Context: an optimization exercise on an open-source flow, tuned for small area and a short achievable clock period. The choices shown serve that exercise and are no tape-out recipe.
Function was checked by simulation only, so behaviour that the tests miss may differ from the original.

==> flow/design.v (outline; a module is shown in full before it is edited, if it fits) <==
// module sidAudioPath: 1674 lines
module sidAudioPath (
  input  logic               clk,
  input  logic               rst,
  input  logic               sampleValid,
  input  logic signed [11:0] voice0,
  input  logic signed [11:0] voice1,
  input  logic signed [11:0] voice2,
  input  logic [7:0]         env0,
  input  logic [7:0]         env1,
  input  logic [7:0]         env2,
  input  logic [2:0]         filterRoute,
  input  logic [1:0]         mode,
  input  logic [15:0]        coef,
  input  logic [3:0]         volume,
  output logic signed [15:0] audioOut,
  output logic               audioValid
);
  // ...
==> flow/run.sh <==
#!/bin/bash
# synth_recipe.tcl (not shown) runs the flow's synth.tcl, then flattens the netlist and writes it again
# the make line also repeats each setting of config.mk as NAME=value (left out here)
make -C /OpenROAD-flow-scripts/flow DESIGN_CONFIG=/design/flow/config.mk WORK_HOME=/design/flow/orfs CLKGATE_MAP_FILE= SYNTH_SCRIPT=/design/flow/synth_recipe.tcl finish
==> flow/config.mk <==
export PLATFORM = sky130hd
export DESIGN_NAME = sidAudioPath
export DESIGN_NICKNAME = sidAudioPath
export VERILOG_FILES = /design/flow/design.v
export SDC_FILE = /design/flow/constraint.sdc
export NUM_CORES = 4
export LEC_CHECK = 0
export CAP_MARGIN = 20
export CORE_MARGIN = 2
export CORE_UTILIZATION = 40
export SLEW_MARGIN = 20
==> flow/constraint.sdc <==
create_clock -name core_clock -period 20.0 [get_ports {clk}]
set_input_delay 4.0000 -clock core_clock [delete_from_list [all_inputs] [get_ports {clk}]]
set_output_delay 4.0000 -clock core_clock [all_outputs]
set_load 0.01 [all_outputs]
==> impl_metrics.csv, run 1 <==
group,metric,value,unit
critical_path,cp_cell_sequence,"clkinv_1 > xnor2_1 > fa_1 > fa_1 > inv_1 > fa_1 > inv_1 > fa_1 > inv_1 > ha_1 > fa_1 > a211oi_2 > nor2_1 > o311ai_4 > nand3b_1 > a2bb2oi_1 > and2_1 > nor2_1 > or2_2 > a221oi_1 > o21ai_1 > a21o_1",
finish,signal_buffers,165,
finish,clockBufferCount,49,
hold_path,hold_depth,0,
finish,flops_and_latches,368,
logic_synthesis,synth_compound_area_frac,0.180,
sta,period_share,0.396,
sta,relSlewSlack,0.277,
floorplan,ioPinCount,105,
critical_path,crit_family,"adder cells",
finish,multi_input_area_share,0.684,
sta,worst_slack,12.07,ns
sta,finalHoldViolCount,0,
finish,signal_buffer_area_fraction,0.0332,
logic_synthesis,yosysMostFrequentCell,"inv_1",
critical_path,start_kind,"register",
clock_tree,cts_hold_buf,0,
critical_path,r2r_cells,22,
outcome,status,"finished clean",
place,gp_congestion,0.901,
finish,final_common_cell,"inv_1",
clock_tree,insertion_delay,0.60,ns
finish,n_all_inverters,576,
logic_synthesis,syn_area,41500,µm²
logic_synthesis,synth_mux_area_frac,0.00407,
critical_path,path_max_fanout,14,
logic_synthesis,synth_fa_ha_area_frac,0.318,
sta,period_needed,7.93,ns
global_routing,top_usage_layer,"met2",
route,dr_wl_met3,6630,µm
global_routing,grt_pass1_wl,180000,µm
critical_path,worstSetupPathDepth,22,
critical_path,crit_top_cell,"fa_1",
critical_path,critPathKind,"reg -> reg",
sta,setup_tns,0,ns
finish,final_cell_mix,"560 x inv_1, 439 x ha_1, 408 x xnor2_1",
global_routing,grt_usage,0.208,
floorplan,die_area,106000,µm²
sta,setup_viol,0,
route,drtIter0Drc,2296,
route,drc,0,
==> run 2: changes to the inputs <==
==> flow/flow/run.sh (new file) <==
#!/bin/bash
# The standard layout, with the resizer's setup repair aimed at a shorter period than the
# 20 ns constraint (the SDC itself is unchanged): paths with less than MARGIN ns of slack
# are sized up and buffered.
set -euo pipefail
MARGIN=$(cat flow/margin.txt)
bash standard.sh SETUP_SLACK_MARGIN=$MARGIN finish > standard.log 2>&1
==> flow/flow/margin.txt (new file) <==
13
==> flow/standard.sh (new file) <==
#!/bin/bash
# synth_recipe.tcl (not shown) runs the flow's synth.tcl, then flattens the netlist and writes it again
# the make line also repeats each setting of config.mk as NAME=value (left out here)
make -C /OpenROAD-flow-scripts/flow DESIGN_CONFIG=/design/flow/config.mk WORK_HOME=/design/flow/orfs CLKGATE_MAP_FILE= SYNTH_SCRIPT=/design/flow/synth_recipe.tcl "${@:-finish}"
removed: flow/run.sh
==> run 2 against run 1 <==
  * Utilization is 0.72 points higher
  * Sequential share of layout area is essentially flat
  * Still clean on timing, DRC and antenna
  * Fmax rose by 16%
  * Critical path depth unchanged
  * Routed wire length grew 0.89%
  * Hold slack is essentially flat
  * Synthesized cell count unchanged
  * Clock skew grew 0.0011 ns
  * Global-route usage up 0.092 points
==> impl_metrics.csv, run 2 <==
group,metric,value,unit
outcome,status,"finished clean",
place,gp_congestion,0.901,
clock_tree,cts_tree,"built",
clock_tree,clk_pin_slew_worst_paths,0.06,ns
place,port_buffers,104,
clock_tree,insertion_delay,0.60,ns
finish,regMostFlops,"X4",
global_routing,use_met3,0.0256,
clock_tree,cts.sinks,368,
sta,rsz0062_at_grt,"true",
route,drtIter0Drc,2246,
floorplan,die_y,326,µm
logic_synthesis,async_flop_share,0,
floorplan,num_rows,118,
sta,setup_tns,0,ns
route,drt_wl_total,113000,µm
floorplan,die_width,326,µm
hold_path,hold_class,"reg -> reg",
global_routing,grt_usage,0.209,
route,avgViaCountPerCell,5.35,
route,drc,0,
global_routing,grt_max_degree,33,
critical_path,cp_cell_sequence,"a22oi_1 > xnor2_1 > fa_2 > fa_2 > fa_1 > inv_1 > fa_1 > fa_1 > inv_1 > ha_2 > fa_2 > a21o_1 > a211oi_1 > nor2_1 > nand2_1 > nor2_1 > or4_4 > a211oi_4 > or2_4 > o21ai_1 > a221o_1 > o211a_1",
logic_synthesis,synth_common_cells,"560 x inv_1, 439 x ha_1, 408 x xnor2_1, 385 x fa_1, 368 x dfxtp_1",
sta,clock_skew,0.0285,ns
sta,finalHoldViolCount,0,
logic_synthesis,ys_ff_latch,368,
sta,period_share,0.341,
logic_synthesis,synthCells,4719,
critical_path,slowest_delay,0.54,ns
global_routing,grt_pass1_vias,32100,
sta,worst_slack,13.19,ns
logic_synthesis,yosysTopAreaCellShare,0.186,
floorplan,die_area,106000,µm²
finish,instances_no_fill,6088,
critical_path,cp.arrival,7.29,ns
logic_synthesis,syn_area_per_cell,8.80,µm²
global_routing,use_met1,0.300,
job,drv_cap,0,
critical_path,path_max_fanout,11,
route,vias,32600,
sta,setup_viol,0,
finish,nNetsFinal,5585,
critical_path,critPathKind,"reg -> reg",
sta,period_needed,6.81,ns
finish,final_cell_mix,"556 x inv_1, 427 x ha_1, 407 x xnor2_1",
floorplan,start_util,0.402,
critical_path,start_kind,"register",
finish,largest_reg_flops,33,
critical_path,cp_slowest_cell,"or4_4",
finish,final_common_cell,"inv_1",
route,ant_nets,0,
clock_tree,cts_root_buf,"clkbuf_16",
finish,syn_to_final_growth,10.6,%
finish,antennaDiodeCount,0,
global_routing,gr-total-overflow,0,
clock_tree,cts-root-to-sink-buffers,3,
floorplan,ioPinCount,105,
route,drt-pass1-iter-count,8,
clock_tree,cts_buffers,43,
global_routing,grt_pass1_wl,180000,µm
logic_synthesis,synth_edf_count,0,
finish,final_util,0.445,
logic_synthesis,yosysSeqAreaShare,0.177,
logic_synthesis,ys_warn_count,1,
clock_tree,htree_levels,2,
logic_synthesis,syn_area,41500,µm²
logic_synthesis,synth_top_area_cell,"fa_1",
critical_path,worstSetupEndpointType,"register",
global_routing,antenna_found_initial,0,
finish,drive_gt1_frac,0.0722,
place,place_inst,5976,
logic_synthesis,yosysUniqueCellTypes,101,
logic_synthesis,synthTopCellsByArea,"fa_1 19%, dfxtp_1 18%, ha_1 13%, xnor2_1 8.6%, a22oi_1 5.7%",
floorplan,core_area,103000,µm²
sta,drv_slew,0,
sta,worstMarginPinSlew,1.11,ns
finish,n_fill_cell,10100,
sta,relSlewSlack,0.256,
place,dp_hpwl,87400,µm
sta,fmax,147,MHz
logic_synthesis,yosysMostFrequentCell,"inv_1",
place,dp_slack,12.21,ns
critical_path,required,20.47,ns
route,wl_per_cell,18.5,µm
global_routing,use_met2,0.333,
global_routing,top_usage_layer,"met2",
logic_synthesis,synth_fp_nets,5631,
logic_synthesis,synth-main-ff-cell,"dfxtp_1",
-- run 2: cell families (layout without fill, tap and decap cells) --
| family | Yosys count | in the layout | synth area share |
|---|---|---|---|
| AOI/OAI and AO/OA | 1083 | 1084 | 0.180 |
| DFF | 368 | 368 | 0.177 |
| muxes | 16 | 16 | 0.00407 |
| adders and majority gates | 825 | 825 | 0.318 |
| buffers and inverters | 864 | 851 | 0.0792 |
| xor gates and xnor gates | 597 | 597 | 0.126 |
| and+or+nand+nor | 966 | 967 | 0.116 |
-- run 2: timing repair --
item                                    in CTS  in global routing
resized for setup                           65                 74
gates cloned                                 1                  1
pin swaps                                    3                 16
endpoints found under the setup margin      35                 37
setup buffers                                8                 22
hold buffers                                 0                  0
-- run 2: final timing paths --
path                            slack [ns]  startpoint  cells past startpoint     end
worst max-delay path                 13.19       lp[8]                     22  nlp[6]
worst min register to register        0.33      D4[15]                      0  D5[15]
worst max register to register       13.19       lp[8]                     22  nlp[6]
worst min-delay path                  0.33      D4[15]                      0  D5[15]
-- run 2: per-layer routing --
| metal | share of wire | vias to the layer above | routed length, µm |
|---|---|---|---|
| li1 | - | 15700 | - |
| met1 | 0.47 | 15700 | 53100 |
| met2 | 0.45 | 991 | 50300 |
| met3 | 0.057 | 176 | 6450 |
| met4 | 0.023 | 0 | 2620 |
| met5 | 0 | - | 0 |
-- run 2: area by class of cell --
class | count | area [µm²] | share of cell area
Clock buffer | 49 | 1150 | 0.0250
Inverter | 576 | 2190 | 0.0477
Sequential cell | 368 | 7470 | 0.163
Clock inverter | 31 | 395 | 0.00861
Multi-Input combinational cell | 3489 | 31300 | 0.681
Timing Repair Buffer | 195 | 1740 | 0.0379
Tap cell | 1380 | 1730 | 0.0376
-- run 2: worst max-delay path: cells and delay by family (launching register included) --
family / cells / cell delay [ns]
flip-flops: 1 / 0.50
AO/OA/AOI/OAI: 7 / 1.76
AND/OR/NAND/NOR: 5 / 1.26
adder cells (fa/ha/maj): 7 / 2.83
buffers and inverters: 2 / 0.11
XOR/XNOR: 1 / 0.22
-- run 2: metrics by stage --
step / instance area [µm²] / hold WS, ns
6_report: 45900 / 0.326
5_1_grt: 45900 / 0.331
4_1_cts: 45400 / 0.327
3_5_place_dp: 43600 / 0.312
3_3_place_gp: 43600 / 0.311
2_1_floorplan: 41500 / 0.310
==> run 3: changes to the inputs <==
==> flow/flow/margin.txt (replaced) <==
15
==> run 3 against run 2 <==
  * Non-clock buffer count is 193 higher
  * Die area stayed put
  * Clock skew decreased by 0.0076 ns
  * Clock-buffer cell count increased by 3
  * Fmax rose by 3.1%
  * Critical path type unchanged
==> impl_metrics.csv, run 3 <==
group,metric,value,unit
finish,multiInputGateArea,32800,µm²
finish,largest_reg_flops,33,
place,gp_congestion,0.927,
critical_path,r2r_cells,27,
floorplan,start_util,0.402,
logic_synthesis,yosysTopAreaCellShare,0.186,
logic_synthesis,synth_fp_nets,5631,
global_routing,grt_usage,0.219,
critical_path,worstSetupEndpointType,"register",
finish,syn_to_final_growth,18.9,%
finish,instances_no_fill,6279,
hold_path,hold_depth,0,
job,drv_cap,0,
place,port_buffers,104,
clock_tree,cts_root_buf,"clkbuf_16",
floorplan,ioPinCount,105,
route,ant_nets,0,
hold_path,hold_class,"reg -> reg",
global_routing,antenna_found_initial,2,
critical_path,start_kind,"register",
sta,rsz0062_at_grt,"true",
finish,nNetsFinal,5776,
logic_synthesis,syn_area_per_cell,8.80,µm²
floorplan,core_area,103000,µm²
logic_synthesis,synth_top_area_cell,"fa_1",
sta,worstMarginPinSlew,1.11,ns
clock_tree,cts-root-to-sink-buffers,3,
clock_tree,insertion_delay,0.60,ns
critical_path,slowest_delay,0.54,ns
critical_path,r2r_slack,13.39,ns
clock_tree,cts_buffers,43,
sta,setup_viol,0,
finish,drive_gt1_frac,0.168,
sta,drv_slew,0,
finish,final_cell_mix,"536 x inv_1, 398 x xnor2_1, 389 x ha_1",
route,vias,33800,
logic_synthesis,async_flop_share,0,
critical_path,rr_startpoint,"kb_two[6]",
route,drtIter0Drc,2587,
finish,final_util,0.478,
logic_synthesis,yosysMostFrequentCell,"inv_1",
clock_tree,cts_tree,"built",
critical_path,critPathKind,"reg -> reg",
route,avgViaCountPerCell,5.39,
critical_path,r2r-end,"nlp[6]",
outcome,status,"finished clean",
clock_tree,clk_pin_slew_worst_paths,0.07,ns
logic_synthesis,synth_edf_count,0,
global_routing,gr-total-overflow,0,
logic_synthesis,synth-main-ff-cell,"dfxtp_1",
hold_path,holdPathEnd,"D4[9]",
logic_synthesis,synthCells,4719,
logic_synthesis,yosysUniqueCellTypes,101,
place,place_inst,5972,
sta,setup_tns,0,ns
logic_synthesis,ys_ff_latch,368,
clock_tree,cts.sinks,368,
hold_path,min-delay-start,"D3[9]",
logic_synthesis,ys_warn_count,1,
floorplan,num_rows,118,
sta,relSlewSlack,0.259,
route,drt_wl_total,119000,µm
route,drt-pass1-iter-count,6,
sta,fmax,151,MHz
finish,n_fill_cell,9721,
logic_synthesis,synthTopCellsByArea,"fa_1 19%, dfxtp_1 18%, ha_1 13%, xnor2_1 8.6%, a22oi_1 5.7%",
sta,finalHoldViolCount,0,
critical_path,required,20.48,ns
place,dp_hpwl,87900,µm
clock_tree,htree_levels,2,
critical_path,path_max_fanout,7,
critical_path,cp_slowest_cell,"or4_4",
global_routing,grt_max_degree,33,
sta,period_share,0.330,
floorplan,die_y,326,µm
logic_synthesis,syn_area,41500,µm²
sta,period_needed,6.61,ns
floorplan,die_area,106000,µm²
sta,clock_skew,0.0209,ns
finish,regMostFlops,"X4",
route,drc,0,
floorplan,die_width,326,µm
critical_path,cp.arrival,7.09,ns
global_routing,grt_pass1_vias,33400,
finish,antennaDiodeCount,0,
route,wl_per_cell,18.9,µm
finish,final_common_cell,"inv_1",
logic_synthesis,yosysSeqAreaShare,0.177,
logic_synthesis,synth_common_cells,"560 x inv_1, 439 x ha_1, 408 x xnor2_1, 385 x fa_1, 368 x dfxtp_1",
finish,seqCellArea,7580,µm²
global_routing,grt_pass1_wl,188000,µm
## run 3: cell types whose count changed in the layout (fill, tap and decap cells not counted), sizes merged
cell,delta
a211oi,-1
buf,+208
bufinv,+2
clkbuf,+4
clkdlybuf4s15,+1
clkdlybuf4s50,-17
clkinv,+1
clkinvlp,+7
inv,-13
or2,-1
## run 3: timing repair
item	CTS	global route
gates resized for setup	435	101
pin swaps	140	51
buffers inserted	182	44
setup endpoints to repair	109	121
cloned	0	1
hold buffers	0	0
## run 3: per-stage QoR
step                      setup slack, ns  instance area, µm²  hold slack [ns]
after floorplan                     13.77               42500            0.310
after global placement              12.48               44200            0.312
after detailed placement            12.46               44200            0.312
after CTS                           13.45               48600            0.327
after global routing                13.16               49400            0.331
final                               13.39               49400            0.325
## run 3: worst max-delay path by stage
| stage | startpoint | to | slack (ns) | cells past startpoint |
|---|---|---|---|---|
| floorplan | kb_one[3] | nlp[14] | 13.77 | 24 |
| global placement | kb_neg[1] | nlp[7] | 12.48 | 22 |
| detailed placement | kb_neg[1] | nlp[7] | 12.46 | 22 |
| CTS | lp[13] | nlp[6] | 13.45 | 26 |
| global route | kb_two[6] | nlp[6] | 13.16 | 29 |
| finish | kb_two[6] | nlp[6] | 13.39 | 27 |
## run 3: critical path: cells and delay by family, from the launching register on
| kind | cells | cell delay, ns |
|---|---|---|
| fa+ha+maj | 7 | 2.65 |
| compound gates | 9 | 1.76 |
| buf+inv | 7 | 0.84 |
| simple gates | 3 | 0.80 |
| flops | 1 | 0.34 |
| xor+xnor | 1 | 0.11 |
## run 3: area by class of cell
type | count | share of cell area
Clock buffer | 52 | 0.0237
Clock inverter | 28 | 0.00748
Inverter | 576 | 0.0461
Multi-Input combinational cell | 3487 | 0.664
Sequential cell | 368 | 0.154
Tap cell | 1380 | 0.0350
Timing Repair Buffer | 388 | 0.0706
## run 3: cells by family (layout without fill, tap and decap cells)
family                     Yosys count  count (layout)  synth area share
adders and majority gates          825             825             0.318
buffers and inverters              864            1044            0.0792
DFF                                368             368             0.177
and+or+nand+nor                    966             966             0.116
AOI/OAI and AO/OA                 1083            1083             0.180
muxes                               16              16           0.00407
xor gates and xnor gates           597             597             0.126
## run 3: metal layers
metal,track usage,share of wire,vias to the layer above
li1,-,-,16100
met2,0.352,0.45,1110
met3,0.0312,0.063,204
met4,0.0573,0.027,4
met5,0,0.00019,-
met1,0.308,0.46,16400
==> run 4: changes to the inputs <==
==> flow/flow/margin.txt (replaced) <==
14
==> run 4 against run 3 <==
  * Still clean on timing, DRC and antenna
  * Via count decreased by 2.1%
  * Utilization fell by 1.7 points
  * Worst setup slack gained 0.15 ns
  * Hold slack got worse by 0.00062 ns
  * Non-clock buffer count down 85
  * Clock-buffer cell count grew 2
  * Critical path type unchanged
==> impl_metrics.csv, run 4 <==
group,metric,value,unit
sta,drv_slew,0,
sta,setup_viol,0,
sta,clock_skew,0.0231,ns
finish,largest_reg_flops,33,
finish,regMostFlops,"X4",
critical_path,path_max_fanout,8,
logic_synthesis,synthTopCellsByArea,"fa_1 19%, dfxtp_1 18%, ha_1 13%, xnor2_1 8.6%, a22oi_1 5.7%",
global_routing,grt_pass1_vias,32400,
place,gp_congestion,0.923,
clock_tree,cts_root_buf,"clkbuf_16",
logic_synthesis,synth_fa_ha_area_frac,0.318,
route,drt-pass1-iter-count,7,
global_routing,antenna_found_initial,3,
finish,drive_gt1_frac,0.116,
logic_synthesis,syn_area,41500,µm²
sta,period_needed,6.46,ns
global_routing,gr-total-overflow,0,
finish,final_util,0.461,
clock_tree,clk_pin_slew_worst_paths,0.06,ns
logic_synthesis,yosysUniqueCellTypes,101,
logic_synthesis,ys_ff_latch,368,
logic_synthesis,synth-simple-area-share,0.116,
logic_synthesis,ys_warn_count,1,
route,avgViaCountPerCell,5.35,
route,vias,33100,
clock_tree,cts.sinks,368,
critical_path,r2r_cells,25,
critical_path,r2r_slack,13.54,ns
floorplan,die_y,326,µm
logic_synthesis,synth_fp_nets,5631,
critical_path,worstSetupEndpointType,"register",
logic_synthesis,synth_top_family_by_area,"adder cells",
outcome,status,"finished clean",
logic_synthesis,synth_edf_count,0,
critical_path,r2r-end,"lp[4]",
critical_path,critPathKind,"reg -> reg",
finish,nNetsFinal,5692,
sta,finalHoldViolCount,0,
floorplan,core_area,103000,µm²
hold_path,hold_depth,0,
finish,n_fill_cell,9936,
finish,final_cell_mix,"544 x inv_1, 421 x ha_1, 400 x xnor2_1",
finish,instances_no_fill,6194,
floorplan,start_util,0.402,
place,port_buffers,104,
floorplan,die_area,106000,µm²
logic_synthesis,synth-main-ff-cell,"dfxtp_1",
critical_path,required,20.47,ns
sta,setup_tns,0,ns
logic_synthesis,synth_common_cells,"560 x inv_1, 439 x ha_1, 408 x xnor2_1, 385 x fa_1, 368 x dfxtp_1",
logic_synthesis,yosysMostFrequentCell,"inv_1",
floorplan,num_rows,118,
clock_tree,cts-root-to-sink-buffers,3,
route,wl_per_cell,18.6,µm
critical_path,cp.arrival,6.93,ns
finish,final_area,47600,µm²
logic_synthesis,synthCells,4719,
logic_synthesis,synth_xor_area_frac,0.126,
logic_synthesis,yosysTopAreaCellShare,0.186,
sta,period_share,0.323,
route,drc,0,
global_routing,grt_pass1_wl,182000,µm
route,drtIter0Drc,2327,
clock_tree,cts_tree,"built",
hold_path,hold_class,"reg -> reg",
job,drv_cap,0,
logic_synthesis,synth_mux_area_frac,0.00407,
hold_path,min-delay-start,"D4[12]",
logic_synthesis,synth_compound_area_frac,0.180,
floorplan,die_width,326,µm
logic_synthesis,syn_area_per_cell,8.80,µm²
hold_path,holdPathEnd,"D5[12]",
logic_synthesis,yosysSeqAreaShare,0.177,
finish,final_common_cell,"inv_1",
clock_tree,htree_levels,2,
critical_path,rr_startpoint,"kb_two[7]",
sta,fmax,155,MHz
clock_tree,insertion_delay,0.60,ns
clock_tree,cts_hold_buf,0,
floorplan,ioPinCount,105,
sta,rsz0062_at_grt,"true",
sta,worst_slack,13.54,ns
place,place_area,43800,µm²
route,drt_wl_total,115000,µm
sta,relSlewSlack,0.286,
global_routing,grt_max_degree,33,
finish,syn_to_final_growth,14.6,%
place,dp_slack,12.48,ns
logic_synthesis,synth_top_area_cell,"fa_1",
clock_tree,cts_buffers,43,
place,place_inst,5979,
critical_path,start_kind,"register",
route,ant_nets,0,
sta,worstMarginPinSlew,1.07,ns
global_routing,grt_usage,0.212,
place,dp_hpwl,87700,µm
logic_synthesis,async_flop_share,0,
==> run 4: cell type report <==
type	count	area, µm²	share of cell area
Multi-Input combinational cell	3488	31900	0.671
Sequential cell	368	7540	0.158
Timing Repair Buffer	303	2670	0.0561
Inverter	576	2240	0.0471
Tap cell	1380	1730	0.0363
Clock buffer	54	1140	0.0239
Clock inverter	24	348	0.00731
Antenna cell	1	2.50	0.0000526
==> run 4: worst max-delay path by stage <==
stage / from / end / slack [ns] / depth (start not counted)
after floorplan: kb_one[3] / nlp[14] / 13.78 / 24
after global placement: kb_one[6] / nlp[11] / 12.66 / 24
after detailed placement: kb_one[7] / nlp[7] / 12.48 / 23
after CTS: kb_neg[3] / nlp[9] / 13.58 / 20
after global routing: kb_one[4] / lp[4] / 13.32 / 24
final: kb_two[7] / lp[4] / 13.54 / 25
==> run 4: kinds of logic (layout without fill, tap and decap cells) <==
group,after synthesis,in the layout
AOI/OAI and AO/OA,1083,1084
and+or+nand+nor,966,966
buffers and inverters,864,957
adders and majority gates,825,825
xor gates and xnor gates,597,597
DFF,368,368
muxes,16,16
other,0,1
==> run 4: what timing repair did <==
| action | 4_1_cts | 5_1_grt |
|---|---|---|
| setup endpoints to repair | 47 | 39 |
| resized for setup | 220 | 91 |
| pin swaps | 47 | 41 |
| gates cloned | 0 | 2 |
| buffers inserted | 84 | 50 |
==> run 4: through the flow <==
step	hold slack (ns)
after floorplan	0.310
after global placement	0.312
after detailed placement	0.312
after CTS	0.323
after global routing	0.329
final	0.324
==> run 4: worst max-delay path, stage by stage, from the launching register on <==
cell,delay [ns]
dfxtp_1,0.36
clkinvlp_4,0.15
buf_4,0.16
o22ai_2,0.16
xnor2_1,0.12
fa_2,0.37
fa_1,0.49
fa_1,0.37
inv_1,0.07
fa_1,0.44
fa_1,0.50
inv_1,0.06
ha_4,0.30
a211oi_4,0.33
o21ai_2,0.15
a21oi_2,0.23
xor2_2,0.12
or3_4,0.40
nor4b_4,0.26
buf_4,0.17
a31oi_4,0.08
or2_4,0.31
buf_6,0.14
o21ai_2,0.15
a31oi_2,0.12
o32a_1,0.31
==> run 4: layer usage <==
layer	global-route usage	vias to the layer above	share of wire
li1	-	16000	-
met4	0.0584	4	0.027
met1	0.294	16000	0.46
met2	0.342	1013	0.45
met3	0.0308	185	0.060
met5	0	-	0.00022

[port drivers added, routing unchanged]
Ports are ideal in the flow. The routed layouts listed here were re-timed in OpenROAD. Step 1 sets driving cells, clkbuf_16 on the clock port and buf_2 on the other inputs (assumed; they add their load-dependent delay and slew). Step 2, shift: input delay + t, output delay - t, t = (earliest + latest rising clock arrival at the registers) / 2. This alone moves slack from input paths to output paths. a / b / c = ideal / step 1 / step 2; a / b = the first two.
| run | shift t [ns] | setup WS [ns] | worst setup path after step 2 | worst register clock-pin slew, ns |
|---|---|---|---|---|
| run 1 | 0.651 | 12.072 / 12.072 / 12.072 | register to register | 0.08 / 0.08 |
| run 2 | 0.651 | 13.188 / 13.188 / 13.188 | register to register | 0.08 / 0.08 |
| run 3 | 0.661 | 13.393 / 13.393 / 13.393 | register to register | 0.07 / 0.07 |
| run 4 | 0.657 | 13.544 / 13.544 / 13.544 | register to register | 0.07 / 0.07 |
After both steps setup and hold are still met in every run listed.
